This design comes from an exercise in tuning for small area, a short achievable clock period and few clock cycles per item on the open sky130 flow, not from production work.
At most, simulation tests tie the RTL to the original design; equivalence was not proved.
The RTL of runs 4 to 7 was laid out without a check of its function.
No activity file was given, so power comes from the tool's default toggle rates.

==> flow/design.v <==
`timescale 1ns / 1ps
package lkv_pkg;
   localparam int DEPTH_DEFAULT    = 16;
   localparam int KEY_BITS_DEFAULT = 32;
   localparam int QUEUE_DEPTH      = 2;
   localparam int REQ_TYPE_W    = 2;
   localparam int KEY_W         = 32;
   localparam int VALUE_W       = 32;
   localparam int STATUS_W      = 2;
   localparam int ENTRY_COUNT_W = 5;
   localparam logic [REQ_TYPE_W-1:0] REQ_LOOKUP = 2'd0;
   localparam logic [REQ_TYPE_W-1:0] REQ_INSERT = 2'd1;
   localparam logic [REQ_TYPE_W-1:0] REQ_REMOVE = 2'd2;
   localparam logic [STATUS_W-1:0] STATUS_OK   = 2'd0;
   localparam logic [STATUS_W-1:0] STATUS_MISS = 2'd1;
   localparam logic [STATUS_W-1:0] STATUS_FULL = 2'd2;
   typedef struct packed {
      logic is_insert;
      logic is_remove;
   } op_type;
   localparam int OP_W = 2;
   typedef enum logic [4:0] {
      ST_IDLE       = 5'b00001,
      ST_SEARCH     = 5'b00010,
      ST_FETCH_LAST = 5'b00100,
      ST_DONE       = 5'b01000,
      ST_SPARE      = 5'b10000
   } back_state_type;
endpackage
`timescale 1ns / 1ps
module linear_key_value_table_core #(
   parameter int DEPTH    = lkv_pkg::DEPTH_DEFAULT,
   parameter int KEY_BITS = lkv_pkg::KEY_BITS_DEFAULT
) (
   input  logic                              clock,
   input  logic                              reset,
   input  logic                              req_valid,
   output logic                              req_ready,
   input  logic [lkv_pkg::REQ_TYPE_W-1:0]    req_type,
   input  logic [lkv_pkg::KEY_W-1:0]         req_key,
   input  logic [lkv_pkg::VALUE_W-1:0]       req_value,
   output logic                              rsp_valid,
   input  logic                              rsp_ready,
   output logic [lkv_pkg::STATUS_W-1:0]      rsp_status,
   output logic [lkv_pkg::VALUE_W-1:0]       rsp_value_out,
   output logic [lkv_pkg::ENTRY_COUNT_W-1:0] rsp_entry_count,
   output logic                              rsp_is_empty
);
   localparam int VW = lkv_pkg::VALUE_W;
   localparam int CW = lkv_pkg::ENTRY_COUNT_W;
   logic                r_v, r_ins, r_rem;
   logic [KEY_BITS-1:0] r_key;
   logic [VW-1:0]       r_val;
   logic                rdy_ff;
   logic [DEPTH-1:0]    tv;
   logic [KEY_BITS-1:0] tk [DEPTH];
   logic [VW-1:0]       tval [DEPTH];
   logic [CW-1:0]       cnt;
   logic                o_v, o_empty;
   logic [1:0]          o_st;
   logic [VW-1:0]       o_val;
   logic [CW-1:0]       o_cnt;
   logic                s_v;
   logic [1:0]          s_st;
   logic [VW-1:0]       s_val;
   logic                issue, hit, full, ins_ok, rem_ok, o_free, s_v_in, r_v_in;
   logic [DEPTH-1:0]    m, f, sel;
   logic [1:0]          n_st;
   logic [VW-1:0]       n_val;
   logic [CW-1:0]       cnt_in;
   logic                empty_in;
   assign issue = r_v && !s_v;
   assign full  = cnt[CW-1];
   always_comb begin
      logic seen;
      seen = 1'b0;
      for (int i = 0; i < DEPTH; i++) begin
         f[i] = !tv[i] && !seen;
         seen = seen || !tv[i];
      end
   end
   for (genvar i = 0; i < DEPTH; i++) begin : g_cmp
      assign m[i]   = tv[i] && (tk[i] == r_key);
      assign sel[i] = m[i] && !r_ins;
   end
   assign hit    = |m;
   assign ins_ok = issue && r_ins && !hit && !full;
   assign rem_ok = issue && r_rem && hit;
   always_comb begin
      n_val = '0;
      for (int i = 0; i < DEPTH; i++) n_val = n_val | ({VW{sel[i]}} & tval[i]);
   end
   always_comb begin
      if (r_ins) n_st = hit ? lkv_pkg::STATUS_MISS : (full ? lkv_pkg::STATUS_FULL : lkv_pkg::STATUS_OK);
      else       n_st = hit ? lkv_pkg::STATUS_OK : lkv_pkg::STATUS_MISS;
   end
   always_comb begin
      cnt_in = cnt;
      if (ins_ok) cnt_in = cnt + 1'b1;
      else if (rem_ok) cnt_in = cnt - 1'b1;
   end
   assign empty_in = (cnt == '0) ? !ins_ok : ((cnt == CW'(1)) && rem_ok);
   for (genvar i = 0; i < DEPTH; i++) begin : g_slot
      always_ff @(posedge clock) begin
         if (r_v && r_ins && f[i]) begin
            tk[i]   <= r_key;
            tval[i] <= r_val;
         end
      end
      always_ff @(posedge clock) begin
         if (reset) tv[i] <= 1'b0;
         else if (tv[i]) tv[i] <= !(rem_ok && m[i]);
         else            tv[i] <= ins_ok && f[i];
      end
   end
   assign o_free = !o_v || rsp_ready;
   assign s_v_in = s_v ? !o_free : (issue && !o_free);
   assign r_v_in = rdy_ff ? req_valid : r_v;
   always_ff @(posedge clock) begin
      if (reset) begin
         cnt    <= '0;
         r_v    <= 1'b0;
         s_v    <= 1'b0;
         o_v    <= 1'b0;
         rdy_ff <= 1'b1;
      end else begin
         cnt    <= cnt_in;
         r_v    <= r_v_in;
         s_v    <= s_v_in;
         o_v    <= o_free ? (s_v || issue) : 1'b1;
         rdy_ff <= !r_v_in || !s_v_in;
      end
   end
   always_ff @(posedge clock) begin
      if (rdy_ff) begin
         r_ins <= (req_type == lkv_pkg::REQ_INSERT);
         r_rem <= (req_type == lkv_pkg::REQ_REMOVE);
         r_key <= req_key;
         r_val <= req_value;
      end
      if (!s_v) begin
         s_st  <= n_st;
         s_val <= n_val;
      end
      if (o_free) begin
         if (s_v) begin
            o_st    <= s_st;
            o_val   <= s_val;
            o_cnt   <= cnt;
            o_empty <= (cnt == '0);
         end else begin
            o_st    <= n_st;
            o_val   <= n_val;
            o_cnt   <= cnt_in;
            o_empty <= empty_in;
         end
      end
   end
   assign req_ready       = rdy_ff;
   assign rsp_valid       = o_v;
   assign rsp_status      = o_st;
   assign rsp_value_out   = o_val;
   assign rsp_entry_count = o_cnt;
   assign rsp_is_empty    = o_empty;
endmodule
==> flow/run.sh <==
#!/bin/bash
# synth_recipe.tcl (not shown) runs the flow's synth.tcl, then flattens the netlist and writes it again
# the make line also repeats each setting of config.mk as NAME=value (left out here)
make -C /OpenROAD-flow-scripts/flow DESIGN_CONFIG=/design/flow/config.mk WORK_HOME=/design/flow/orfs CLKGATE_MAP_FILE= SYNTH_SCRIPT=/design/flow/synth_recipe.tcl finish
==> flow/config.mk <==
export PLATFORM = sky130hd
export DESIGN_NAME = linear_key_value_table_core
export DESIGN_NICKNAME = linear_key_value_table_core
export VERILOG_FILES = /design/flow/design.v
export SDC_FILE = /design/flow/constraint.sdc
export NUM_CORES = 4
export LEC_CHECK = 0
export CAP_MARGIN = 20
export CORE_MARGIN = 2
export CORE_UTILIZATION = 40
export SLEW_MARGIN = 20
==> flow/constraint.sdc <==
create_clock -name core_clock -period 5.0 [get_ports {clock}]
set_input_delay 1.0000 -clock core_clock [delete_from_list [all_inputs] [get_ports {clock}]]
set_output_delay 1.0000 -clock core_clock [all_outputs]
set_load 0.01 [all_outputs]
==> results.yml, run 1 <==
status:
  status: "timing/DRC/antenna clean"
routing:
  first_pass_iters: 5
  wl_per_cell_um: 28.2
  vias: 25100
  drc_errors: 0
  finalWirelength_mm: 125
  vias_per_cell: 5.64
  drt_iter0_markers: 3283
  postRouteAntennaNets: 0
worst_setup_path:
  cp_slowest_cell: "edfxtp_1"
  path_max_fanout: 31
  worstPathArrival_ns: 4.81
  reg2reg_slack_ns: 0.67
  path_buf_inv: 2
  critical-path-top-delay-family: "simple AND/OR/NAND/NOR gates"
  start_kind: "flip-flop"
  reg2regPathDepth: 10
  critPathCapture: "o_val[29]"
  r2r-end: "o_val[29]"
  cp_cell_sequence: "buf_4 > xnor2_1 > nand4_1 > nor4_1 > nand4_1 > nor2_4 > buf_4 > a22oi_1 > and3_1 > a41oi_1"
  max_stage_delay_ns: 0.98
  cp-startpoint: "r_key[20]"
  cp.depth: 10
  r2r-start: "r_key[20]"
  worstSetupPathType: "reg2reg"
  critical_path_required_ns: 5.49
  crit_path_end_kind: "flip-flop"
die:
  dieArea_um2: 117000
  start_util: 0.404
  die_w_um: 341
  io_pins: 112
  dieHeight_um: 341
  core_area_um2: 113000
  rows: 123
global_route:
  grt_pass1_wl_mm: 180
  grt_pass1_vias: 24700
  grt_usage: 0.213
  overflow: 0
  antenna_found_initial: 2
  grt_max_degree: 61
synthesis:
  synth_common_cells: "edfxtp_1 (1,130), xnor2_1 (294), xor2_1 (205), a22oi_1 (115), nand4_1 (93)"
  synthCells: 2617
  yosysMostFrequentCell: "edfxtp_1"
  async_flop_share: 0
  synth_top_area_frac: 0.745
  yosysSeqAreaShare: 0.771
  yosysUniqueCellTypes: 60
  syn-num-nets: 2691
  syn_area_per_cell_um2: 17.4
  yosysTopAreaCell: "edfxtp_1"
  synth_ff_type: "edfxtp_1"
  ys_ff_latch: 1189
  synth.cell_area_um2: 45500
  yosys-top-cells-area: "edfxtp_1 (75%), xnor2_1 (5.7%), xor2_1 (3.9%)"
  yosysWarnings: 3
  synth-edff-count: 1130
flow_run:
  cap_violations: 0
clock_tree:
  clk_path_buf_depth: 3
  htreeDepth: 3
  hold_buffers: 0
  cts_sinks: 1189
  post_cts_buffers: 0
  cts_tree: "done"
  clk_pin_slew_ns: 0.07
  clk_latency_ns: 0.73
  root_buffer: "clkbuf_16"
  ctsResizeCount: 0
  cts-buffers-inserted: 115
timing:
  relSlewSlack: 0.303
  final.period_utilization: 0.865
  worst_slew_pin_slew_ns: 1.04
  fin_skew_ns: 0.0548
  final.min_clock_period_ns: 4.33
  setup_viol: 0
  fmax_mhz: 231
  rsz0062_at_grt: "no"
  drv_slew: 0
  finalHoldViolCount: 0
placement:
  placed_cells: 4236
  io_buffers: 111
  hpwl_mm: 71.8
  gp_congestion: 0.838
worst_hold_path:
  hold_class: "reg2reg"
final_layout:
  antenna_cells: 0
  final_nets: 2928
  post-route-util: 0.471
  areaGrowthSynthToFinish_pct: 16.6
  drive_gt1_frac: 0.117
  final_cells: 4448
power:
  power_per_cell_area_nw_per_um2: 378
  power_leakage_nw: 16.6
  vdd_drop_max_mv: 0.313
[cell type report]
class,instances,area (um2)
timing repair buffer,256,2500
clock inverter,63,574
sequential,1189,35100
fill,9458,59600
inverter,20,75.1
tap,1500,1880
multi-input combinational,1272,9900
clock buffer,148,3020
[layout by cell type, fill, tap and decap left out, types with 25 or more instances in the layout]
cell	count
clkdlybuf4s50_1	110
edfxtp_1	1130
nor3_1	40
dfxtp_1	58
clkbuf_16	116
nand4_1	93
clkinv_1	25
a22o_1	73
clkbuf_1	32
xor2_1	205
nor2_1	58
a22oi_1	115
nor4_1	54
a41oi_1	26
xnor2_1	294
nand3_1	40
a221oi_1	63
buf_4	120
[layer usage]
layer	wire length, um	up-vias	track usage	part of all wire
li1	-	10700	-	-
met5	0	-	0	0
met1	54800	13100	0.310	0.44
met2	58400	1163	0.338	0.47
met4	2600	0	0.0555	0.021
met3	9550	158	0.0274	0.076
[registers in the layout (all words and copies together), names as in the netlist, 5 cells and up]
register and count:
cnt 5, o_cnt 5, o_val 32, r_key 32
r_val 32, s_val 32, tk 512, tv 16
tval 512
[cell families after synthesis]
family                     count (synthesis)  synth area share
AOI/OAI and AO/OA                        339            0.0599
xor gates and xnor gates                 499            0.0960
adders and majority gates                  4           0.00110
buffers and inverters                    156            0.0166
DFF                                     1189             0.771
muxes                                      9           0.00209
and+or+nand+nor                          421            0.0532
[how the worst min path moves through the flow]
| stage | slack [ns] | cells after the start | endpoint | startpoint |
|---|---|---|---|---|
| after floorplan | 0.43 | 2 | s_st[0] | s_st[0] |
| after global placement | 0.45 | 2 | s_st[0] | s_st[0] |
| after detailed placement | 0.47 | 2 | s_st[1] | s_st[1] |
| after CTS | 0.48 | 2 | s_st[0] | s_st[0] |
| after global routing | 0.50 | 2 | s_val[23] | s_val[23] |
| final | 0.48 | 2 | s_st[0] | s_st[0] |
[report_power, final]
part           internal (mW)  total, mW  switching (mW)  leakage (nW)
clock network           4.64       8.36            3.73          1.76
registers               11.0       11.1           0.144          10.9
logic                  0.263      0.611           0.348          4.01
total                   15.9       20.1            4.22          16.6
[metrics by stage]
stage	setup slack (ns)	hold slack [ns]	area (um2)	power (mW)	TNS, ns
2_1_floorplan	-1.57	0.426	45600	11.6	-889.77
3_3_place_gp	0.745	0.452	49500	11.9	0
3_5_place_dp	0.707	0.468	49500	11.9	0
4_1_cts	0.677	0.482	53100	20.2	0
5_1_grt	0.558	0.504	53100	20.6	0
6_report	0.673	0.480	53100	20.1	0
[worst register-to-register path: stages (launching register included)]
cell      delay, ns
edfxtp_1       0.98
buf_4          0.38
xnor2_1        0.15
nand4_1        0.16
nor4_1         0.68
nand4_1        0.39
nor2_4         0.16
buf_4          0.51
a22oi_1        0.16
and3_1         0.23
a41oi_1        0.33
Testbench counts, summed over its fixed seeds: cycles 12,016, items 12,000.
==> run 2, diff against run 1 <==
--- a/flow/config.mk
+++ b/flow/config.mk
@@ -8,4 +8,5 @@
 export CAP_MARGIN = 20
 export CORE_MARGIN = 2
 export CORE_UTILIZATION = 40
+export SETUP_SLACK_MARGIN = 2.5
 export SLEW_MARGIN = 20
==> run 2 against run 1 <==
- still clean
- setup slack better by 1.0 ns
- final cell count is 8.6% higher
- via count is 10% higher
- sequential power hardly changed
- final area is 13% higher
- clock skew is 0.011 ns lower
- synthesized cell count stayed put
- global-route usage is 2.1 points higher
- worst hold slack worse by 0.0070 ns
- register-to-register slack better by 1.0 ns
- critical path type unchanged
- largest power group unchanged
==> results.yml, run 2 <==
timing:
  fin_skew_ns: 0.0436
  drv_slew: 0
  hold_slack_ns: 0.473
  worst_slew_pin_slew_ns: 0.930
  rsz0062_at_grt: "yes"
  layout_setup_ws_ns: 1.67
  final.min_clock_period_ns: 3.33
  fmax_mhz: 301
  setup_viol: 0
  final.period_utilization: 0.665
  tns_ns: 0
  finalHoldViolCount: 0
  relSlewSlack: 0.380
power:
  power_frac_comb: 0.045
  swShare: 0.214
  vdd_drop_max_mv: 0.331
  p_int_mw: 16.2
  p_clk_frac: 0.420
  power_leakage_nw: 19.8
  power_per_cell_area_nw_per_um2: 345
  seqPwrFrac: 0.535
  p_switching_mw: 4.41
synthesis:
  synth_compound_area_frac: 0.0599
  yosys-top-cells-area: "edfxtp_1 (75%), xnor2_1 (5.7%), xor2_1 (3.9%)"
  synth_common_cells: "edfxtp_1 (1,130), xnor2_1 (294), xor2_1 (205), a22oi_1 (115), nand4_1 (93)"
  ys_ff_latch: 1189
  synth.cell_area_um2: 45500
  yosys.area_share.simple: 0.0532
  syn_area_per_cell_um2: 17.4
  synthCells: 2617
  synth_ff_type: "edfxtp_1"
  async_flop_share: 0
  synth-xor-area-share: 0.0960
  synth_top_area_frac: 0.745
  synthAdderAreaFrac: 0.00110
  synth-edff-count: 1130
  yosysSeqAreaShare: 0.771
  synth_top_family_by_area: "XOR/XNOR gates"
  syn-num-nets: 2691
  muxShareOfSynthArea: 0.00209
  yosysMostFrequentCell: "edfxtp_1"
  yosysWarnings: 3
  yosysTopAreaCell: "edfxtp_1"
  yosysUniqueCellTypes: 60
worst_setup_path:
  cp-startpoint: "r_key[29]"
  reg2reg_slack_ns: 1.67
  path_max_fanout: 8
  start_kind: "flip-flop"
  critPathCapture: "cnt[2]"
  critical_path_required_ns: 5.58
  max_stage_delay_ns: 0.46
  cp_cell_sequence: "buf_12 > xor2_2 > a2111o_1 > nor3_4 > buf_4 > nand4_1 > nand4_1 > nor4_4 > buf_6 > buf_12 > mux2i_4 > mux2_4"
  worstPathArrival_ns: 3.91
  cp_slowest_cell: "edfxtp_1"
  r2r-start: "r_key[29]"
  worstSetupPathType: "reg2reg"
  r2r-end: "cnt[2]"
  reg2regPathDepth: 12
  crit_path_end_kind: "flip-flop"
clock_tree:
  cts_tree: "done"
  clk_path_buf_depth: 3
  hold_buffers: 0
  htreeDepth: 3
  clk_latency_ns: 0.73
  cts_sinks: 1189
  root_buffer: "clkbuf_16"
  cts-buffers-inserted: 117
  clk_pin_slew_ns: 0.07
routing:
  wl_per_cell_um: 30.2
  drc_errors: 0
  vias_per_cell: 5.74
  first_pass_iters: 7
  finalWirelength_mm: 146
  postRouteAntennaNets: 0
  vias: 27700
  drt_iter0_markers: 3859
final_layout:
  final_area_um2: 59800
  mostFrequentLayoutCell: "edfxtp_1"
  final_nets: 3300
  drive_gt1_frac: 0.292
  layout_common_cells: "edfxtp_1 (1,130), buf_4 (292), xnor2_1 (282), xor2_1 (182), clkbuf_16 (140)"
  areaGrowthSynthToFinish_pct: 31.3
  top_regs: "tk: 512 flops, tval: 512 flops"
global_route:
  overflow: 0
  antenna_found_initial: 3
  grt_pass1_vias: 26100
  grt_usage: 0.234
  grt_pass1_wl_mm: 194
  grt_max_degree: 65
worst_hold_path:
  hold_class: "reg2reg"
status:
  status: "timing/DRC/antenna clean"
die:
  start_util: 0.404
  dieHeight_um: 341
  rows: 123
  core_area_um2: 113000
  die_w_um: 341
  io_pins: 112
  dieArea_um2: 117000
placement:
  io_buffers: 111
  post_dp_cell_area_um2: 49700
  hpwl_mm: 73.8
  gp_congestion: 0.883
  dpl_worst_slack_ns: 0.262
flow_run:
  cap_violations: 0
-- run 2: cell count changes in the layout (fill, tap and decap cells not counted), moves of 25 or more --
cell             before  now
nor4_1               54   18
clkdlybuf4s50_1     110   68
buf_4               120  292
buf_6                 0   71
a41oi_1              26    0
a22oi_2               0   30
a41oi_2               0   25
a22oi_1             115   85
buf_12               24   83
nor4_2                1   26
dlygate4sd2_1         0   34
-- run 2: worst min-delay path by stage --
stage	from	end	slack (ns)	depth (start not counted)
after floorplan	s_st[0]	s_st[0]	0.43	2
after global placement	s_st[0]	s_st[0]	0.45	2
after detailed placement	s_st[0]	s_st[0]	0.47	2
after CTS	s_st[1]	s_st[1]	0.46	2
after global routing	s_st[1]	s_st[1]	0.50	2
final	s_st[1]	s_st[1]	0.47	2
-- run 2: area by class of cell --
class	instances	area, um2
fill	8724	52900
sequential	1189	35100
multi-input combinational	1273	11700
timing repair buffer	625	7240
clock buffer	147	3130
tap	1500	1880
clock inverter	72	632
inverter	20	75.1
antenna	3	7.51
-- run 2: power by group through the flow --
stage          clock network [mW]  logic (mW)  registers [mW]
6_report                     8.66       0.924            11.0
5_1_grt                      9.13       0.963            11.0
4_1_cts                      8.72       0.801            11.0
3_5_place_dp                    0       0.615            11.3
3_3_place_gp                    0       0.607            11.3
2_1_floorplan                   0       0.336            11.3
-- run 2: repair_timing --
item                       CTS  global route
setup endpoints to repair  718           522
buffers inserted           188           125
gates resized for setup    261           258
gates cloned                20            23
pin swaps                   64           133
-- run 2: logic make-up (layout without fill, tap and decap cells) --
kind of cell | Yosys count | count (layout)
xor gates and xnor gates | 499 | 499
adders and majority gates | 4 | 4
and+or+nand+nor | 421 | 422
DFF | 1189 | 1189
other | 0 | 3
AOI/OAI and AO/OA | 339 | 339
buffers and inverters | 156 | 864
muxes | 9 | 9
-- run 2: worst max-delay path, delay by kind of cell (launching register included) --
family | cells | cell delay (ns)
simple gates | 4 | 0.96
buf+inv | 4 | 0.64
mux | 2 | 0.53
flops | 1 | 0.46
compound gates | 1 | 0.43
xor+xnor | 1 | 0.15
-- run 2: through the flow --
stage	instances	power, mW	util
2_1_floorplan	2617	11.6	-
3_3_place_gp	4251	11.9	0.441
3_5_place_dp	4251	11.9	0.441
4_1_cts	4678	20.6	0.504
5_1_grt	4827	21.1	0.531
6_report	4829	20.6	0.531
-- run 2: layer usage --
layer | wire, um | global-route usage
met1 | 59700 | 0.339
met2 | 66900 | 0.362
met3 | 15000 | 0.0376
met4 | 4480 | 0.0715
met5 | 0 | 0
==> run 3, diff against run 2 <==
--- a/flow/config.mk
+++ b/flow/config.mk
@@ -8,5 +8,5 @@
 export CAP_MARGIN = 20
 export CORE_MARGIN = 2
 export CORE_UTILIZATION = 40
-export SETUP_SLACK_MARGIN = 2.5
+export SETUP_SLACK_MARGIN = 3.0
 export SLEW_MARGIN = 20
==> run 3 against run 2 <==
- still clean on timing, DRC and antenna
- global-route usage increased by 2.5 points
- via count increased by 4.6%
- core utilization increased by 2.3 points
- clock skew increased by 0.0069 ns
==> results.yml, run 3 <==
placement:
  io_buffers: 111
  hpwl_mm: 73.0
  gp_congestion: 0.856
die:
  rows: 123
  die_w_um: 341
  io_pins: 112
  dieHeight_um: 341
  start_util: 0.404
  dieArea_um2: 117000
  core_area_um2: 113000
final_layout:
  post-route-util: 0.553
  mostFrequentLayoutCell: "edfxtp_1"
  fillCellCount: 8337
  seq_area_um2: 35100
  drive_gt1_frac: 0.316
  multi_input_area_um2: 11600
  top_regs: "tk: 512 flops, tval: 512 flops"
  layout_common_cells: "edfxtp_1 (1,130), xnor2_1 (278), buf_4 (208), xor2_1 (188), clkbuf_16 (138)"
  areaGrowthSynthToFinish_pct: 36.9
  final_nets: 3365
worst_setup_path:
  critPathCapture: "o_val[11]"
  worstPathArrival_ns: 3.83
  start_kind: "flip-flop"
  path_max_fanout: 8
  critical-path-top-delay-family: "simple AND/OR/NAND/NOR gates"
  worstSetupPathType: "reg2reg"
  max_stage_delay_ns: 0.53
  r2r-start: "r_key[9]"
  cp_slowest_cell: "nor4_1"
  critical_path_required_ns: 5.55
  cp.depth: 13
  crit_path_end_kind: "flip-flop"
  r2r-end: "o_val[11]"
  cp-startpoint: "r_key[9]"
  reg2regPathDepth: 13
  path_buf_inv: 5
  reg2reg_slack_ns: 1.71
  cp_cell_sequence: "buf_6 > buf_4 > buf_6 > xor2_1 > nor4_1 > and3_1 > and4_4 > buf_8 > buf_12 > a22o_1 > a221oi_2 > and3_1 > a41oi_2"
synthesis:
  synth_common_cells: "edfxtp_1 (1,130), xnor2_1 (294), xor2_1 (205), a22oi_1 (115), nand4_1 (93)"
  synth_top_area_frac: 0.745
  yosysWarnings: 3
  yosys-top-cells-area: "edfxtp_1 (75%), xnor2_1 (5.7%), xor2_1 (3.9%)"
  yosysMostFrequentCell: "edfxtp_1"
  syn_area_per_cell_um2: 17.4
  synth-edff-count: 1130
  syn-num-nets: 2691
  yosysUniqueCellTypes: 60
  ys_ff_latch: 1189
  synthCells: 2617
  async_flop_share: 0
  yosysSeqAreaShare: 0.771
  synth.cell_area_um2: 45500
  yosysTopAreaCell: "edfxtp_1"
  synth_ff_type: "edfxtp_1"
clock_tree:
  cts_sinks: 1189
  cts-buffers-inserted: 117
  clk_latency_ns: 0.75
  root_buffer: "clkbuf_16"
  htreeDepth: 3
  hold_buffers: 0
  clk_path_buf_depth: 3
  cts_tree: "done"
  clk_pin_slew_ns: 0.07
routing:
  vias_per_cell: 5.92
  finalWirelength_mm: 160
  vias: 29000
  postRouteAntennaNets: 0
  drt_iter0_markers: 4298
  drc_errors: 0
  wl_per_cell_um: 32.6
  first_pass_iters: 6
timing:
  drv_slew: 0
  setup_viol: 0
  finalHoldViolCount: 0
  worst_slew_pin_slew_ns: 0.913
  tns_ns: 0
  final.min_clock_period_ns: 3.29
  fmax_mhz: 304
  final.period_utilization: 0.657
  relSlewSlack: 0.392
  fin_skew_ns: 0.0505
  rsz0062_at_grt: "yes"
power:
  p_int_mw: 16.6
  swShare: 0.215
  power_leakage_nw: 20.8
  vdd_drop_max_mv: 0.303
  power_mw: 21.1
  power_frac_comb: 0.042
  seqPwrFrac: 0.524
  power_per_cell_area_nw_per_um2: 338
  p_switching_mw: 4.53
  p_clk_frac: 0.434
flow_run:
  cap_violations: 0
global_route:
  overflow: 0
  grt_max_degree: 51
  grt_usage: 0.259
  antenna_found_initial: 6
  grt_pass1_vias: 27500
  grt_pass1_wl_mm: 213
status:
  status: "timing/DRC/antenna clean"
worst_hold_path:
  hold_class: "reg2reg"
-- run 3: cells by family after synthesis --
group                      synth area share
DFF                                   0.771
xor gates and xnor gates             0.0960
and+or+nand+nor                      0.0532
AOI/OAI and AO/OA                    0.0599
buffers and inverters                0.0166
muxes                               0.00209
adders and majority gates           0.00110
-- run 3: stage by stage --
| step | hold slack [ns] | setup slack [ns] | cell area, um2 | std cells |
|---|---|---|---|---|
| after floorplan | 0.426 | 1.36 | 46000 | 2617 |
| after global placement | 0.459 | 0.707 | 49600 | 4233 |
| after detailed placement | 0.457 | 0.714 | 49700 | 4237 |
| after CTS | 0.464 | 1.92 | 60100 | 4801 |
| after global routing | 0.491 | 1.72 | 62300 | 4896 |
| final | 0.457 | 1.71 | 62300 | 4897 |
-- run 3: metal layers --
metal	up-vias	global-route usage	wire length [um]
met4	6	0.0980	7550
met5	-	0	42
met3	423	0.0527	19400
met1	14800	0.362	60600
met2	2125	0.400	72000
li1	11700	-	-
-- run 3: final cells by class --
class,instances,share of cell area
Antenna cell,1,0.0000401
Clock buffer,150,0.0502
Clock inverter,74,0.0138
Inverter,20,0.00120
Multi-Input combinational cell,1273,0.186
Sequential cell,1189,0.564
Tap cell,1500,0.0301
Timing Repair Buffer,690,0.155
-- run 3: worst reg2reg max path: cells and delay by family, from the launching register on --
family | cells | cell delay [ns]
DFF | 1 | 0.40
AOI/OAI and AO/OA | 3 | 0.50
buffers and inverters | 5 | 0.77
xor gates and xnor gates | 1 | 0.17
and+or+nand+nor | 4 | 1.28
-- run 3: how the worst min path moves through the flow --
stage | endpoint | cells past startpoint | slack, ns | start
floorplan | s_st[0] | 2 | 0.43 | s_st[0]
global route | s_st[0] | 2 | 0.49 | s_st[0]
finish | s_st[0] | 2 | 0.46 | s_st[0]
CTS | s_st[1] | 2 | 0.46 | s_st[1]
global placement | s_st[0] | 2 | 0.46 | s_st[0]
detailed placement | s_st[0] | 2 | 0.46 | s_st[0]
-- run 3: power groups by stage --
stage | Clock [mW] | Sequential, mW | Combinational [mW]
after floorplan | 0 | 11.3 | 0.334
after global placement | 0 | 11.3 | 0.605
after detailed placement | 0 | 11.3 | 0.622
after CTS | 9.17 | 11.0 | 0.840
after global routing | 9.58 | 11.0 | 0.919
final | 9.16 | 11.0 | 0.884
-- run 3: timing repair --
| item | CTS | global route |
|---|---|---|
| pin swaps | 108 | 77 |
| gates resized for setup | 617 | 193 |
| gates cloned | 81 | 26 |
| endpoints found under the setup margin | 1160 | 1019 |
| setup buffers | 259 | 69 |
==> run 4, diff against run 3 <==
--- a/flow/design.v
+++ b/flow/design.v
@@ -51,6 +51,9 @@
    logic                r_v, r_ins, r_rem;
    logic [KEY_BITS-1:0] r_key;
    logic [VW-1:0]       r_val;
+   logic [DEPTH-1:0]    r_eq;      
+   logic [DEPTH-1:0]    r_wf;      
+   logic                r_eqp;     
    logic                rdy_ff;
    logic [DEPTH-1:0]    tv;
    logic [KEY_BITS-1:0] tk [DEPTH];
@@ -79,9 +82,12 @@
          seen = seen || !tv[i];
       end
    end
+   logic [DEPTH-1:0]    eq_in, wf_in;
    for (genvar i = 0; i < DEPTH; i++) begin : g_cmp
-      assign m[i]   = tv[i] && (tk[i] == r_key);
-      assign sel[i] = m[i] && !r_ins;
+      assign eq_in[i] = (tk[i] == req_key);
+      assign wf_in[i] = r_v && r_ins && f[i];
+      assign m[i]     = tv[i] && (r_wf[i] ? r_eqp : r_eq[i]);
+      assign sel[i]   = m[i] && !r_ins;
    end
    assign hit    = |m;
    assign ins_ok = issue && r_ins && !hit && !full;
@@ -137,6 +143,9 @@
          r_rem <= (req_type == lkv_pkg::REQ_REMOVE);
          r_key <= req_key;
          r_val <= req_value;
+         r_eq  <= eq_in;
+         r_wf  <= wf_in;
+         r_eqp <= (r_key == req_key);
       end
       if (!s_v) begin
          s_st  <= n_st;
--- a/flow/config.mk
+++ b/flow/config.mk
@@ -8,5 +8,5 @@
 export CAP_MARGIN = 20
 export CORE_MARGIN = 2
 export CORE_UTILIZATION = 40
-export SETUP_SLACK_MARGIN = 3.0
+export SETUP_SLACK_MARGIN = 2.5
 export SLEW_MARGIN = 20
==> run 4 against run 3 <==
- final area fell by 8.4%
- final cell count is 3.6% lower
- largest cell class unchanged
- die area rose by 3.0%
==> results.yml, run 4 <==
synthesis:
  yosysUniqueCellTypes: 50
  yosysTopAreaCell: "edfxtp_1"
  yosysWarnings: 3
  yosys-top-cells-area: "edfxtp_1 (74%), xor2_1 (10%), a22oi_1 (4.1%)"
  synth-edff-count: 1163
  syn-num-nets: 2836
  synth_ff_type: "edfxtp_1"
  async_flop_share: 0
  synth_common_cells: "edfxtp_1 (1,163), xor2_1 (546), a22oi_1 (258), nor4_1 (171), nand2_1 (146)"
  synthCells: 2762
  syn_area_per_cell_um2: 17.0
  yosysSeqAreaShare: 0.770
  synth_top_area_frac: 0.744
  ys_ff_latch: 1222
  yosysMostFrequentCell: "edfxtp_1"
  synth.cell_area_um2: 46900
clock_tree:
  cts_tree: "done"
  cts-buffers-inserted: 119
  clk_latency_ns: 0.72
  htreeDepth: 3
  clk_path_buf_depth: 3
  hold_buffers: 0
  cts_sinks: 1222
  root_buffer: "clkbuf_16"
  clk_pin_slew_ns: 0.06
global_route:
  grt_max_degree: 83
  overflow: 0
  antenna_found_initial: 1
  grt_use_met3: 0.0332
  met1_usage: 0.298
  grt_pass1_wl_mm: 192
  met2_usage: 0.373
  grt_pass1_vias: 26600
  grt.busiest_layer: "met2"
  grt_usage: 0.222
placement:
  placed_cells: 4387
  gp_congestion: 0.832
  hpwl_mm: 73.5
  io_buffers: 111
  post_dp_cell_area_um2: 50600
worst_setup_path:
  worstPathArrival_ns: 3.07
  path_max_fanout: 6
  critPathCapture: "o_val[12]"
  r2r-start: "r_eqp"
  max_stage_delay_ns: 0.42
  cp_slowest_cell: "edfxtp_1"
  cpMostUsedCell: "buf_12"
  cp_cell_sequence: "buf_12 > buf_12 > mux2_4 > nor3b_4 > buf_12 > buf_12 > buf_6 > a22oi_2 > nand2_2 > nor4_4 > mux2i_1"
  critical_path_required_ns: 5.41
  r2r-end: "o_val[12]"
  worstSetupPathType: "reg2reg"
  cp-startpoint: "r_eqp"
  start_kind: "flip-flop"
  crit_path_end_kind: "flip-flop"
  reg2reg_slack_ns: 2.34
  reg2regPathDepth: 11
timing:
  fin_skew_ns: 0.0279
  final.min_clock_period_ns: 2.66
  rsz0062_at_grt: "yes"
  finalHoldViolCount: 0
  drv_slew: 0
  final.period_utilization: 0.532
  relSlewSlack: 0.224
  setup_viol: 0
  fmax_mhz: 376
  tns_ns: 0
  worst_slew_pin_slew_ns: 1.16
flow_run:
  cap_violations: 0
die:
  io_pins: 112
  start_util: 0.404
  dieArea_um2: 120000
  dieHeight_um: 346
  rows: 125
  core_area_um2: 116000
  die_w_um: 346
power:
  power_leakage_nw: 19.4
  vdd_drop_max_mv: 0.298
  power_per_cell_area_nw_per_um2: 362
  power_mw: 20.7
final_layout:
  final_nets: 3173
  areaGrowthSynthToFinish_pct: 21.7
  mostFrequentLayoutCell: "edfxtp_1"
  final_area_um2: 57100
  post-route-util: 0.491
  fillCellCount: 9432
  drive_gt1_frac: 0.193
  multi_input_area_um2: 11200
  seq_area_um2: 36100
  antenna_cells: 0
  layout_common_cells: "edfxtp_1 (1,163), xor2_1 (546), a22oi_1 (198), buf_4 (141), nand2_1 (137)"
  top_regs: "tk: 512 flops, tval: 512 flops"
  final_cells: 4723
status:
  status: "timing/DRC/antenna clean"
routing:
  drc_errors: 0
  finalWirelength_mm: 138
  postRouteAntennaNets: 0
  vias_per_cell: 5.65
  drt_iter0_markers: 3261
  vias: 26700
  wl_per_cell_um: 29.3
  first_pass_iters: 5
worst_hold_path:
  hold_class: "reg2reg"
-- run 4: changes by cell type in the layout (fill, tap and decap cells not counted), sizes merged, moves of 72 or more --
cell / delta
a22o: -72
a22oi: +143
nand2: +122
nor4: +109
xnor2: -292
xor2: +341
buf: -365
-- run 4: per-stage QoR --
| step | hold WS (ns) | setup slack (ns) |
|---|---|---|
| 5_1_grt | 0.496 | 2.32 |
| 2_1_floorplan | 0.431 | 1.03 |
| 3_3_place_gp | 0.445 | 1.04 |
| 4_1_cts | 0.467 | 2.41 |
| 6_report | 0.465 | 2.34 |
| 3_5_place_dp | 0.457 | 1.12 |
-- run 4: area by class of cell --
class / count / area share
Sequential cell: 1222 / 0.633
Multi-Input combinational cell: 1361 / 0.196
Timing Repair Buffer: 347 / 0.0688
Clock buffer: 152 / 0.0545
Tap cell: 1524 / 0.0334
Clock inverter: 69 / 0.0113
Inverter: 48 / 0.00316
-- run 4: logic make-up (layout without fill, tap and decap cells) --
group | Yosys count | count (layout) | synth area share
adder cells (fa/ha/maj) | 4 | 4 | 0.00107
AND/OR/NAND/NOR | 456 | 457 | 0.0513
multiplexers | 54 | 54 | 0.0120
XOR/XNOR | 548 | 548 | 0.102
buffers and inverters | 180 | 616 | 0.0158
flip-flops | 1222 | 1222 | 0.770
AO/OA/AOI/OAI | 298 | 298 | 0.0478
-- run 4: where the power goes --
group	switching, mW	leakage, nW	internal [mW]
Clock	3.82	1.84	4.87
Sequential	0.0941	11.3	11.2
Combinational	0.430	6.29	0.218
-- run 4: how the worst min path moves through the flow --
stage                     cells past startpoint  slack [ns]  startpoint         to
after global routing                          2        0.50   s_val[15]  s_val[15]
final                                         2        0.47   s_val[28]  s_val[28]
after floorplan                               2        0.43     s_st[0]    s_st[0]
after global placement                        2        0.45   s_val[10]  s_val[10]
after detailed placement                      2        0.46   s_val[29]  s_val[29]
after CTS                                     2        0.47    s_val[2]   s_val[2]
-- run 4: metal layers --
layer  routed length (um)  share of wire
met5                    0              0
met3                10600          0.077
met4                 4230          0.031
met1                55800           0.40
met2                67600           0.49
-- run 4: what timing repair did --
action | in CTS | in global routing
setup endpoints to repair | 979 | 381
gates resized for setup | 247 | 120
gates cloned | 17 | 12
pin swaps | 40 | 82
endpoints found under the hold margin | 0 | 0
setup buffers | 47 | 39
-- run 4: critical path: cells and delay by family (launching register included) --
| family | cells | cell delay, ns |
|---|---|---|
| mux | 2 | 0.45 |
| compound gates | 1 | 0.16 |
| simple gates | 3 | 0.61 |
| buf+inv | 5 | 0.70 |
| flops | 1 | 0.42 |
==> run 5, diff against run 4 <==
--- a/flow/config.mk
+++ b/flow/config.mk
@@ -8,5 +8,5 @@
 export CAP_MARGIN = 20
 export CORE_MARGIN = 2
 export CORE_UTILIZATION = 40
-export SETUP_SLACK_MARGIN = 2.5
+export SETUP_SLACK_MARGIN = 2.8
 export SLEW_MARGIN = 20
==> run 5 against run 4 <==
- sequential power is essentially flat
- sequential share of layout area shrank 2.9 points
- clock power is essentially flat
- count of clock-buffer cells in the layout is the same
- fmax grew 2.5%
- clock skew shrank 0.0033 ns
- core utilization grew 2.4 points
- final area grew 4.8%
- critical path type unchanged
- largest power group unchanged
- highest routed layer is now met5
==> results.yml, run 5 <==
die:
  rows: 125
  die_w_um: 346
  dieHeight_um: 346
  dieArea_um2: 120000
  core_area_um2: 116000
  io_pins: 112
  start_util: 0.404
routing:
  drt_iter0_markers: 3936
  first_pass_iters: 5
  vias_per_cell: 5.74
  drc_errors: 0
  wl_per_cell_um: 30.9
  postRouteAntennaNets: 0
  finalWirelength_mm: 150
  vias: 27900
clock_tree:
  cts_sinks: 1222
  htreeDepth: 3
  cts_tree: "done"
  cts-buffers-inserted: 119
  clk_pin_slew_ns: 0.06
  clk_path_buf_depth: 3
  hold_buffers: 0
  root_buffer: "clkbuf_16"
  clk_latency_ns: 0.72
synthesis:
  synth_top_area_frac: 0.744
  syn_area_per_cell_um2: 17.0
  yosys-top-cells-area: "edfxtp_1 (74%), xor2_1 (10%), a22oi_1 (4.1%)"
  yosysTopAreaCell: "edfxtp_1"
  async_flop_share: 0
  syn-num-nets: 2836
  synth-edff-count: 1163
  ys_ff_latch: 1222
  yosysSeqAreaShare: 0.770
  synth_common_cells: "edfxtp_1 (1,163), xor2_1 (546), a22oi_1 (258), nor4_1 (171), nand2_1 (146)"
  synth.cell_area_um2: 46900
  yosysMostFrequentCell: "edfxtp_1"
  yosysUniqueCellTypes: 50
  yosysWarnings: 3
  synth_ff_type: "edfxtp_1"
  synthCells: 2762
global_route:
  antenna_found_initial: 3
  grt_max_degree: 83
  grt_usage: 0.235
  grt_pass1_wl_mm: 202
  overflow: 0
  grt_pass1_vias: 27300
timing:
  fmax_mhz: 386
  fin_skew_ns: 0.0246
  rsz0062_at_grt: "yes"
  worst_slew_pin_slew_ns: 1.05
  hold_slack_ns: 0.465
  tns_ns: 0
  relSlewSlack: 0.303
  finalHoldViolCount: 0
  setup_viol: 0
  final.min_clock_period_ns: 2.59
  final.period_utilization: 0.519
  drv_slew: 0
final_layout:
  final_nets: 3306
  layout_common_cells: "edfxtp_1 (1,163), xor2_1 (546), a22oi_1 (190), clkbuf_16 (148), nand2_1 (136)"
  mostFrequentLayoutCell: "edfxtp_1"
  drive_gt1_frac: 0.248
  antenna_cells: 0
  top_regs: "tk: 512 flops, tval: 512 flops"
  areaGrowthSynthToFinish_pct: 27.6
power:
  vdd_drop_max_mv: 0.283
  power_per_cell_area_nw_per_um2: 347
  power_leakage_nw: 20.6
worst_setup_path:
  worstPathArrival_ns: 3.02
  cp_slowest_cell: "edfxtp_1"
  path_max_fanout: 6
  reg2reg_slack_ns: 2.41
  start_kind: "flip-flop"
  worstSetupPathType: "reg2reg"
  max_stage_delay_ns: 0.42
  reg2regPathDepth: 9
  r2r-end: "o_val[12]"
  cp_cell_sequence: "buf_12 > buf_8 > mux2_4 > nor3b_4 > clkbuf_16 > a22oi_2 > nand2_2 > nor4_4 > mux2i_1"
  critical_path_required_ns: 5.42
  crit_path_end_kind: "flip-flop"
  r2r-start: "r_eqp"
flow_run:
  cap_violations: 0
worst_hold_path:
  hold_path_end: "s_val[21]"
  hold_path_startpoint: "s_val[21]"
  hold_class: "reg2reg"
  whs_path_depth: 2
placement:
  io_buffers: 111
  gp_congestion: 0.832
  hpwl_mm: 73.5
status:
  status: "timing/DRC/antenna clean"
==> run 5: timing repair <==
action,in CTS,in global routing
pin swaps,71,69
gates resized for setup,578,160
endpoints found under the hold margin,0,0
setup endpoints to repair,1201,990
setup buffers,125,43
gates cloned,47,33
==> run 5: power by group <==
group	internal (mW)	switching, mW
registers	11.2	0.0950
logic	0.253	0.453
clock network	4.87	3.85
total	16.4	4.40
==> run 5: how the worst max path moves through the flow <==
stage / from / end / slack, ns / cells after the start
6_report: r_eqp / o_val[12] / 2.41 / 9
3_3_place_gp: req_key[29] / r_eq[14] / 1.04 / 6
4_1_cts: tv[0] / tval[13][31] / 2.48 / 12
2_1_floorplan: tv[1] / r_wf[11] / 1.03 / 6
5_1_grt: tv[2] / tk[13][2] / 2.38 / 12
3_5_place_dp: req_key[14] / r_eq[14] / 1.12 / 6
==> run 5: cell type report <==
cell class	instances	area, um2
tap	1524	1910
fill	9093	56300
clock inverter	69	646
clock buffer	152	3110
inverter	48	180
sequential	1222	36100
timing repair buffer	479	6460
multi-input combinational	1362	11400
==> run 5: worst max-delay path, delay by kind of cell (launching register included) <==
family | cells | cell delay, ns
compound gates | 1 | 0.21
buf+inv | 3 | 0.50
flops | 1 | 0.42
mux | 2 | 0.46
simple gates | 3 | 0.70
==> run 5: metrics by stage <==
step / utilization / area [um2] / power (mW) / cells / setup WS [ns]
floorplan: - / 47100 / 11.8 / 2762 / 1.03
global placement: 0.436 / 50600 / 12.2 / 4386 / 1.04
detailed placement: 0.436 / 50600 / 12.2 / 4387 / 1.12
CTS: 0.499 / 58000 / 20.8 / 4780 / 2.48
global route: 0.515 / 59900 / 21.3 / 4856 / 2.38
finish: 0.515 / 59900 / 20.8 / 4856 / 2.41
==> run 5: kinds of logic (layout without fill, tap and decap cells) <==
logic type	count (synthesis)	after routing	share of synthesized area
compound gates	298	298	0.0478
xor+xnor	548	548	0.102
fa+ha+maj	4	4	0.00107
buf+inv	180	748	0.0158
flops	1222	1222	0.770
mux	54	54	0.0120
simple gates	456	458	0.0513
==> run 5: per-layer routing <==
layer,up-vias,share of wire,global-route usage
met5,-,0.000067,0
met4,2,0.040,0.0808
met3,323,0.092,0.0383
met2,1644,0.48,0.389
met1,14300,0.39,0.316
li1,11600,-,-
==> run 6, diff against run 5 <==
--- a/flow/design.v
+++ b/flow/design.v
@@ -49,11 +49,8 @@
    localparam int VW = lkv_pkg::VALUE_W;
    localparam int CW = lkv_pkg::ENTRY_COUNT_W;
    logic                r_v, r_ins, r_rem;
-   logic [KEY_BITS-1:0] r_key;
-   logic [VW-1:0]       r_val;
    logic [DEPTH-1:0]    r_eq;      
-   logic [DEPTH-1:0]    r_wf;      
-   logic                r_eqp;     
+   logic [DEPTH-1:0]    r_slot;    
    logic                rdy_ff;
    logic [DEPTH-1:0]    tv;
    logic [KEY_BITS-1:0] tk [DEPTH];
@@ -66,32 +63,35 @@
    logic                s_v;
    logic [1:0]          s_st;
    logic [VW-1:0]       s_val;
-   logic                issue, hit, full, ins_ok, rem_ok, o_free, s_v_in, r_v_in;
-   logic [DEPTH-1:0]    m, f, sel;
+   logic                issue, hit, full, ins_ok, rem_ok, o_free, s_v_in, r_v_in, r_pend;
+   logic [DEPTH-1:0]    m, sel, eq_in, avail, low, slot_in, wr;
    logic [1:0]          n_st;
    logic [VW-1:0]       n_val;
    logic [CW-1:0]       cnt_in;
    logic                empty_in;
-   assign issue = r_v && !s_v;
-   assign full  = cnt[CW-1];
-   always_comb begin
-      logic seen;
-      seen = 1'b0;
-      for (int i = 0; i < DEPTH; i++) begin
-         f[i] = !tv[i] && !seen;
-         seen = seen || !tv[i];
-      end
-   end
-   logic [DEPTH-1:0]    eq_in, wf_in;
+   assign issue  = r_v && !s_v;
+   assign full   = cnt[CW-1];
+   assign r_pend = r_v && r_ins;
    for (genvar i = 0; i < DEPTH; i++) begin : g_cmp
       assign eq_in[i] = (tk[i] == req_key);
-      assign wf_in[i] = r_v && r_ins && f[i];
-      assign m[i]     = tv[i] && (r_wf[i] ? r_eqp : r_eq[i]);
+      assign m[i]     = tv[i] && r_eq[i];
       assign sel[i]   = m[i] && !r_ins;
    end
    assign hit    = |m;
    assign ins_ok = issue && r_ins && !hit && !full;
    assign rem_ok = issue && r_rem && hit;
+   assign avail = ~tv & ~(r_pend ? r_slot : '0);
+   always_comb begin
+      logic seen;
+      seen = 1'b0;
+      for (int i = 0; i < DEPTH; i++) begin
+         low[i] = avail[i] && !seen;
+         seen   = seen || avail[i];
+      end
+   end
+   assign slot_in = (|avail) ? low
+                             : ((r_pend ? (r_slot & ~tv) : '0) | (r_rem ? m : '0));
+   assign wr      = rdy_ff ? (slot_in & ~(ins_ok ? r_slot : '0)) : '0;
    always_comb begin
       n_val = '0;
       for (int i = 0; i < DEPTH; i++) n_val = n_val | ({VW{sel[i]}} & tval[i]);
@@ -108,15 +108,15 @@
    assign empty_in = (cnt == '0) ? !ins_ok : ((cnt == CW'(1)) && rem_ok);
    for (genvar i = 0; i < DEPTH; i++) begin : g_slot
       always_ff @(posedge clock) begin
-         if (r_v && r_ins && f[i]) begin
-            tk[i]   <= r_key;
-            tval[i] <= r_val;
+         if (wr[i]) begin
+            tk[i]   <= req_key;
+            tval[i] <= req_value;
          end
       end
       always_ff @(posedge clock) begin
          if (reset) tv[i] <= 1'b0;
          else if (tv[i]) tv[i] <= !(rem_ok && m[i]);
-         else            tv[i] <= ins_ok && f[i];
+         else            tv[i] <= ins_ok && r_slot[i];
       end
    end
    assign o_free = !o_v || rsp_ready;
@@ -139,13 +139,10 @@
    end
    always_ff @(posedge clock) begin
       if (rdy_ff) begin
-         r_ins <= (req_type == lkv_pkg::REQ_INSERT);
-         r_rem <= (req_type == lkv_pkg::REQ_REMOVE);
-         r_key <= req_key;
-         r_val <= req_value;
-         r_eq  <= eq_in;
-         r_wf  <= wf_in;
-         r_eqp <= (r_key == req_key);
+         r_ins  <= (req_type == lkv_pkg::REQ_INSERT);
+         r_rem  <= (req_type == lkv_pkg::REQ_REMOVE);
+         r_eq   <= eq_in;
+         r_slot <= slot_in;
       end
       if (!s_v) begin
          s_st  <= n_st;
--- a/flow/config.mk
+++ b/flow/config.mk
@@ -8,5 +8,6 @@
 export CAP_MARGIN = 20
 export CORE_MARGIN = 2
 export CORE_UTILIZATION = 40
-export SETUP_SLACK_MARGIN = 2.8
+export CTS_BUF_LIST = sky130_fd_sc_hd__clkbuf_4 sky130_fd_sc_hd__clkbuf_8
+export SETUP_SLACK_MARGIN = 2.5
 export SLEW_MARGIN = 20
==> run 6 against run 5 <==
- setup slack worse by 0.32 ns
- power fell by 5.7%
- final area fell by 1.3%
- sequential power is 5% lower
- clock skew is 0.024 ns higher
- worst hold slack gained 0.0058 ns
- critical endpoint is now tk[13][25]
- largest cell class unchanged
- largest power group unchanged
==> results.yml, run 6 <==
routing:
  vias: 27700
  finalWirelength_mm: 146
  first_pass_iters: 5
  vias_per_cell: 5.74
  postRouteAntennaNets: 0
  drc_errors: 0
  wl_per_cell_um: 30.2
  drt_iter0_markers: 3421
clock_tree:
  clk_path_buf_depth: 3
  htreeDepth: 4
  root_buffer: "clkbuf_8"
  clk_latency_ns: 0.88
  cts-buffers-inserted: 188
  clk_pin_slew_ns: 0.06
  cts_tree: "done"
  cts_sinks: 1157
worst_setup_path:
  critical_path_required_ns: 5.56
  crit_path_end_kind: "flip-flop"
  start_kind: "flip-flop"
  cp_slowest_cell: "dfxtp_1"
  worstPathArrival_ns: 3.48
  worstSetupPathType: "reg2reg"
  max_stage_delay_ns: 0.37
  path_max_fanout: 12
  cp_cell_sequence: "buf_12 > buf_4 > and3_4 > o21ai_4 > nor4_4 > buf_6 > buf_6 > nand2_8 > buf_6 > a211oi_4 > buf_12 > buf_12 > clkbuf_16"
synthesis:
  synth_common_cells: "edfxtp_1 (1,098), xor2_1 (514), nor4_1 (130), a221oi_1 (128), a22o_1 (128)"
  yosysTopAreaCell: "edfxtp_1"
  syn_area_per_cell_um2: 17.5
  syn-num-nets: 2624
  async_flop_share: 0
  yosysMostFrequentCell: "edfxtp_1"
  yosysUniqueCellTypes: 54
  synth_top_area_frac: 0.739
  synth_ff_type: "edfxtp_1"
  synth.cell_area_um2: 44600
  yosys-top-cells-area: "edfxtp_1 (74%), xor2_1 (10%), dfxtp_1 (2.6%)"
  synthCells: 2550
  yosysSeqAreaShare: 0.765
  synth-edff-count: 1098
  yosysWarnings: 3
  ys_ff_latch: 1157
die:
  start_util: 0.403
  io_pins: 112
  core_area_um2: 111000
  dieHeight_um: 338
  dieArea_um2: 114000
  rows: 122
  die_w_um: 338
timing:
  fmax_mhz: 343
  final.period_utilization: 0.583
  fin_skew_ns: 0.0483
  rsz0062_at_grt: "yes"
  drv_slew: 0
  setup_viol: 0
  hold_slack_ns: 0.470
  final.min_clock_period_ns: 2.92
  finalHoldViolCount: 0
  tns_ns: 0
  worst_slew_pin_slew_ns: 1.17
  relSlewSlack: 0.222
status:
  status: "timing/DRC/antenna clean"
final_layout:
  areaGrowthSynthToFinish_pct: 32.4
  mostFrequentLayoutCell: "edfxtp_1"
  drive_gt1_frac: 0.307
  final_cells: 4826
  final_nets: 3246
  layout_common_cells: "edfxtp_1 (1,098), xor2_1 (514), clkbuf_8 (193), nor4_1 (130)"
  final_area_um2: 59100
  top_regs: "tk: 512 flops, tval: 512 flops"
  fillCellCount: 8482
placement:
  placed_cells: 4094
  gp_congestion: 0.841
  hpwl_mm: 62.7
  io_buffers: 111
  post_dp_cell_area_um2: 48000
power:
  power_mw: 19.6
  swShare: 0.223
  power_per_cell_area_nw_per_um2: 332
  p_int_mw: 15.2
  p_clk_frac: 0.413
  vdd_drop_max_mv: 0.244
  power_leakage_nw: 20.5
  p_switching_mw: 4.38
  seqPwrFrac: 0.547
  power_frac_comb: 0.039
global_route:
  grt_pass1_wl_mm: 193
  overflow: 0
  antenna_found_initial: 5
  grt_usage: 0.238
  grt_max_degree: 44
  grt_pass1_vias: 26700
flow_run:
  cap_violations: 0
worst_hold_path:
  hold_class: "reg2reg"
==> run 6: cell count changes in the layout (fill, tap and decap cells not counted), sizes merged, moves of 41 or more <==
cell and delta:
buf +74, nand2 -98, inv -42, a22oi -254, a221oi +126, a22o +127
mux2i -41, clkbuf +112, edfxtp -65
==> run 6: layout make-up <==
| type | instances | area (um2) | area share |
|---|---|---|---|
| antenna | 4 | 10.0 | 0.000169 |
| clock buffer | 264 | 3190 | 0.0540 |
| clock inverter | 88 | 527 | 0.00892 |
| inverter | 3 | 11.3 | 0.000191 |
| multi-input combinational | 1276 | 11400 | 0.194 |
| sequential | 1157 | 34200 | 0.578 |
| tap | 1488 | 1860 | 0.0315 |
| timing repair buffer | 546 | 7880 | 0.133 |
==> run 6: stage by stage <==
step	util	setup slack, ns
after floorplan	-	1.33
after global placement	0.434	1.21
after detailed placement	0.434	1.15
after CTS	0.508	2.19
after global routing	0.534	2.03
final	0.534	2.08
==> run 6: per-layer routing <==
| metal | GRT usage | vias up | share of wire |
|---|---|---|---|
| met3 | 0.0415 | 367 | 0.094 |
| met1 | 0.313 | 14100 | 0.39 |
| met2 | 0.393 | 1710 | 0.47 |
| li1 | - | 11500 | - |
| met4 | 0.0936 | 2 | 0.049 |
| met5 | 0 | - | 0.000076 |
==> run 6: kinds of logic after synthesis <==
| family | Yosys count | synth area share |
|---|---|---|
| compound gates | 353 | 0.0655 |
| xor+xnor | 515 | 0.101 |
| fa+ha+maj | 4 | 0.00112 |
| buf+inv | 139 | 0.0139 |
| flops | 1157 | 0.765 |
| mux | 35 | 0.00875 |
| simple gates | 347 | 0.0442 |
==> run 6: critical path, delay by kind of cell (launching register included) <==
kind | cells | cell delay (ns)
buf+inv | 8 | 1.28
flops | 1 | 0.37
compound gates | 2 | 0.34
simple gates | 3 | 0.59
==> run 6: what timing repair did <==
| item | in CTS | in global routing |
|---|---|---|
| pin swaps | 41 | 83 |
| setup buffers | 154 | 94 |
| hold buffers | 0 | 0 |
| setup endpoints to repair | 1182 | 1072 |
| resized for setup | 453 | 230 |
| cloned | 88 | 40 |
==> run 6: power groups by stage <==
stage / Sequential (mW) / Clock (mW) / Combinational [mW]
after floorplan: 10.9 / 0 / 0.301
after global placement: 10.9 / 0 / 0.636
after detailed placement: 10.9 / 0 / 0.654
after CTS: 10.7 / 8.19 / 0.737
after global routing: 10.7 / 8.63 / 0.819
final: 10.7 / 8.10 / 0.772
==> run 6: path summary, 6_finish.rpt <==
kind,depth (start not counted),end,start,slack [ns]
min,1,s_val[19],s_val[19],0.47
max,13,tk[13][25],r_v,2.08
min reg2reg,1,s_val[19],s_val[19],0.47
max reg2reg,13,tk[13][25],r_v,2.08
==> run 7, diff against run 6 <==
--- a/flow/design.v
+++ b/flow/design.v
@@ -51,6 +51,7 @@
    logic                r_v, r_ins, r_rem;
    logic [DEPTH-1:0]    r_eq;      
    logic [DEPTH-1:0]    r_slot;    
+   logic [DEPTH-1:0]    nf;        
    logic                rdy_ff;
    logic [DEPTH-1:0]    tv;
    logic [KEY_BITS-1:0] tk [DEPTH];
@@ -64,7 +65,8 @@
    logic [1:0]          s_st;
    logic [VW-1:0]       s_val;
    logic                issue, hit, full, ins_ok, rem_ok, o_free, s_v_in, r_v_in, r_pend;
-   logic [DEPTH-1:0]    m, sel, eq_in, avail, low, slot_in, wr;
+   logic [DEPTH-1:0]    m, sel, eq_in, slot_in, wr, tv_in, hold_in, avail_in, nf_in;
+   logic                nf_none;
    logic [1:0]          n_st;
    logic [VW-1:0]       n_val;
    logic [CW-1:0]       cnt_in;
@@ -80,18 +82,21 @@
    assign hit    = |m;
    assign ins_ok = issue && r_ins && !hit && !full;
    assign rem_ok = issue && r_rem && hit;
-   assign avail = ~tv & ~(r_pend ? r_slot : '0);
+   assign nf_none = ~|nf;
+   assign slot_in = nf_none ? ((r_pend ? (r_slot & ~tv) : '0) | (r_rem ? m : '0)) : nf;
+   assign wr      = rdy_ff ? (nf | (nf_none ? (((r_pend && !ins_ok) ? (r_slot & ~tv) : '0) |
+                                               (r_rem ? m : '0)) : '0)) : '0;
+   assign hold_in  = rdy_ff ? ((req_valid && req_type == lkv_pkg::REQ_INSERT) ? slot_in : '0)
+                            : (r_pend ? r_slot : '0);
+   assign avail_in = ~tv_in & ~hold_in;
    always_comb begin
       logic seen;
       seen = 1'b0;
       for (int i = 0; i < DEPTH; i++) begin
-         low[i] = avail[i] && !seen;
-         seen   = seen || avail[i];
+         nf_in[i] = avail_in[i] && !seen;
+         seen     = seen || avail_in[i];
       end
    end
-   assign slot_in = (|avail) ? low
-                             : ((r_pend ? (r_slot & ~tv) : '0) | (r_rem ? m : '0));
-   assign wr      = rdy_ff ? (slot_in & ~(ins_ok ? r_slot : '0)) : '0;
    always_comb begin
       n_val = '0;
       for (int i = 0; i < DEPTH; i++) n_val = n_val | ({VW{sel[i]}} & tval[i]);
@@ -113,10 +118,10 @@
             tval[i] <= req_value;
          end
       end
+      assign tv_in[i] = tv[i] ? !(rem_ok && m[i]) : (ins_ok && r_slot[i]);
       always_ff @(posedge clock) begin
          if (reset) tv[i] <= 1'b0;
-         else if (tv[i]) tv[i] <= !(rem_ok && m[i]);
-         else            tv[i] <= ins_ok && r_slot[i];
+         else       tv[i] <= tv_in[i];
       end
    end
    assign o_free = !o_v || rsp_ready;
@@ -129,7 +134,9 @@
          s_v    <= 1'b0;
          o_v    <= 1'b0;
          rdy_ff <= 1'b1;
+         nf     <= DEPTH'(1);
       end else begin
+         nf     <= nf_in;
          cnt    <= cnt_in;
          r_v    <= r_v_in;
          s_v    <= s_v_in;
--- a/flow/config.mk
+++ b/flow/config.mk
@@ -8,6 +8,5 @@
 export CAP_MARGIN = 20
 export CORE_MARGIN = 2
 export CORE_UTILIZATION = 40
-export CTS_BUF_LIST = sky130_fd_sc_hd__clkbuf_4 sky130_fd_sc_hd__clkbuf_8
 export SETUP_SLACK_MARGIN = 2.5
 export SLEW_MARGIN = 20
==> run 7 against run 6 <==
- largest power group unchanged
- highest routed layer is now met4
- fmax up 2.7%
- clock power up about 10%
- sequential cell count increased by 16
- clock skew grew 0.013 ns
- register-to-register slack improved by 0.08 ns
- sequential power about the same
- sequential share of layout area increased by 2.5 points
- still clean
- setup slack improved by 0.077 ns
- final cell count decreased by 2.6%
- via count up 0.34%
==> results.yml, run 7 <==
power:
  power_per_cell_area_nw_per_um2: 359
  vdd_drop_max_mv: 0.304
  power_leakage_nw: 19.6
flow_run:
  cap_violations: 0
placement:
  io_buffers: 111
  hpwl_mm: 67.1
  gp_congestion: 0.860
  post_dp_cell_area_um2: 48700
  dpl_worst_slack_ns: 1.29
timing:
  fmax_mhz: 352
  tns_ns: 0
  rsz0062_at_grt: "yes"
  fin_skew_ns: 0.0609
  relSlewSlack: 0.301
  worst_slew_pin_slew_ns: 1.05
  hold_slack_ns: 0.451
  layout_setup_ws_ns: 2.16
  final.min_clock_period_ns: 2.84
  finalHoldViolCount: 0
  setup_viol: 0
  final.period_utilization: 0.568
  drv_slew: 0
worst_setup_path:
  r2r-end: "nf[11]"
  path_buf_inv: 2
  cp.depth: 9
  start_kind: "flip-flop"
  path_max_fanout: 4
  reg2reg_slack_ns: 2.16
  cp_slowest_cell: "or4_4"
  cp_cell_sequence: "a22oi_2 > nand4_4 > or4_4 > o211a_4 > a221oi_4 > buf_6 > nand4_4 > buf_6 > nor3_4"
  max_stage_delay_ns: 0.53
  worstPathArrival_ns: 3.47
  r2r-start: "r_eq[2]"
  reg2regPathDepth: 9
  worstSetupPathType: "reg2reg"
  critical_path_required_ns: 5.63
  cp-startpoint: "r_eq[2]"
  crit_path_end_kind: "flip-flop"
  critical-path-top-delay-family: "simple AND/OR/NAND/NOR gates"
  critPathCapture: "nf[11]"
worst_hold_path:
  hold_class: "reg2reg"
synthesis:
  async_flop_share: 0
  syn-num-nets: 2742
  synth-edff-count: 1098
  yosys-top-cells-area: "edfxtp_1 (73%), xor2_1 (9.9%), dfxtp_1 (3.3%)"
  synth_top_area_frac: 0.727
  yosysTopAreaCell: "edfxtp_1"
  syn_area_per_cell_um2: 17.0
  synthCells: 2668
  synth.cell_area_um2: 45400
  synth_ff_type: "edfxtp_1"
  yosysMostFrequentCell: "edfxtp_1"
  ys_ff_latch: 1173
  synth_common_cells: "edfxtp_1 (1,098), xor2_1 (514), nor4_1 (138), clkbuf_1 (113)"
  yosysWarnings: 3
  yosysUniqueCellTypes: 56
  yosysSeqAreaShare: 0.760
routing:
  wl_per_cell_um: 31.0
  vias_per_cell: 5.91
  drt_iter0_markers: 3675
  postRouteAntennaNets: 0
  drc_errors: 0
  vias: 27800
  first_pass_iters: 6
  finalWirelength_mm: 146
die:
  io_pins: 112
  rows: 123
  die_w_um: 341
  dieHeight_um: 341
  start_util: 0.403
  core_area_um2: 112000
  dieArea_um2: 116000
global_route:
  overflow: 0
  grt_usage: 0.229
  grt_pass1_wl_mm: 192
  grt_max_degree: 51
  antenna_found_initial: 3
  grt_pass1_vias: 26400
final_layout:
  top_regs: "tk: 512 flops, tval: 512 flops"
  final_nets: 3167
  areaGrowthSynthToFinish_pct: 26.2
  post-route-util: 0.509
  mostFrequentLayoutCell: "edfxtp_1"
  layout_common_cells: "edfxtp_1 (1,098), xor2_1 (514), buf_4 (150), clkbuf_16 (149), nor4_1 (130)"
  final_area_um2: 57200
  drive_gt1_frac: 0.221
  seq_area_um2: 34500
  fillCellCount: 8995
  multi_input_area_um2: 11600
clock_tree:
  htreeDepth: 3
  cts_sinks: 1173
  cts-buffers-inserted: 115
  root_buffer: "clkbuf_16"
  cts_tree: "done"
  clk_path_buf_depth: 3
  clk_latency_ns: 0.72
  clk_pin_slew_ns: 0.06
  hold_buffers: 0
status:
  status: "timing/DRC/antenna clean"
## run 7: changes by cell type after synthesis, moves of 13 or more
cell      previous run  this run
a22o_1             128       105
inv_1                3        23
o21ai_0              9        22
nor2b_1              6        19
nor3_1               6        21
dfxtp_1             59        75
clkbuf_1            68       113
buf_2               44         2
a221oi_1           128       105
a311oi_1            17         0
a22oi_1              4        63
## run 7: worst min-delay path by stage
stage / startpoint / endpoint / slack [ns] / cells past startpoint
2_1_floorplan: s_st[1] / s_st[1] / 0.42 / 2
5_1_grt: s_val[22] / s_val[22] / 0.48 / 2
3_5_place_dp: s_val[2] / s_val[2] / 0.45 / 2
4_1_cts: s_val[2] / s_val[2] / 0.46 / 2
6_report: s_val[2] / s_val[2] / 0.45 / 2
3_3_place_gp: s_val[16] / s_val[16] / 0.45 / 2
## run 7: metal layers
| metal | vias to the layer above | part of all wire | track usage |
|---|---|---|---|
| li1 | 11400 | - | - |
| met1 | 14200 | 0.39 | 0.310 |
| met2 | 1747 | 0.47 | 0.377 |
| met3 | 380 | 0.091 | 0.0336 |
| met4 | 0 | 0.046 | 0.0830 |
| met5 | - | 0 | 0 |
## run 7: final cells by class
class,count,share of cell area
clock inverters,74,0.0152
diodes,5,0.000219
flip-flops and latches,1173,0.603
clock buffers,144,0.0529
well taps,1500,0.0328
inverters,23,0.00151
multi-input cells,1363,0.203
repair buffers,417,0.0906
## run 7: what timing repair did
item                       in CTS  in global routing
buffers inserted               92                 75
gates cloned                   31                 53
setup endpoints to repair    1182                712
resized for setup             232                180
pin swaps                      52                 45
## run 7: power by group
part           leakage (nW)  internal [mW]  total (mW)  switching, mW
clock network          1.89           5.14        8.93           3.78
logic                  6.94          0.257       0.772          0.515
registers              10.8           10.8        10.8         0.0352
total                  19.6           16.2        20.5           4.33
## run 7: per-stage QoR
stage / instances / power (mW)
3_5_place_dp: 4225 / 11.7
5_1_grt: 4696 / 21.1
4_1_cts: 4566 / 20.6
2_1_floorplan: 2668 / 11.4
3_3_place_gp: 4225 / 11.7
6_report: 4699 / 20.5
## run 7: logic make-up after synthesis
kind of cell,synth area share
simple gates,0.0505
mux,0.00618
flops,0.760
fa+ha+maj,0.00110
buf+inv,0.0134
xor+xnor,0.0996
compound gates,0.0691
## run 7: worst register-to-register path, stage by stage (launching register included)
cell and delay, ns:
edfxtp_1 0.47, a22oi_2 0.30, nand4_4 0.25, or4_4 0.54, o211a_4 0.29, a221oi_4 0.29
buf_6 0.16, nand4_4 0.14, buf_6 0.16, nor3_4 0.17

[separate check: timing with driven ports]
Ports are ideal in the flow. The routed layouts listed here were re-timed in OpenROAD. Step 1 (the two cells are an assumption about what drives the block):
set clk [get_ports {clock}]
set_driving_cell -lib_cell sky130_fd_sc_hd__clkbuf_16 $clk
set_driving_cell -lib_cell sky130_fd_sc_hd__buf_2 [delete_from_list [all_inputs] $clk]
Step 2 moves the port delays by t, midway between the first and last clock arrival at a register: inputs arrive t later, outputs are due t later. That takes back most of the time a late clock gives input paths. Slacks: ideal / step 1 / step 2; pairs: ideal / step 1.
run	t, ns	slack for setup (ns)	clock arrival spread, ns	pins driven straight from the clock port
run 1	0.768	0.673 / 0.673 / 0.673	0.054 / 0.055	1
run 2	0.770	1.673 / 1.673 / 1.673	0.044 / 0.043	1
run 3	0.794	1.715 / 1.715 / 1.715	0.051 / 0.050	1
run 4	0.772	2.341 / 2.341 / 1.745	0.029 / 0.029	1
run 5	0.775	2.406 / 2.406 / 2.035	0.028 / 0.028	1
run 6	0.923	2.083 / 2.083 / 1.776	0.052 / 0.052	1
run 7	0.755	2.160 / 2.160 / 1.686	0.065 / 0.066	1
After both steps setup and hold are still met in every run listed. The setup slack of run 4, which loses most, moves by 0.000 ns with the drivers and by -0.596 ns with both steps.
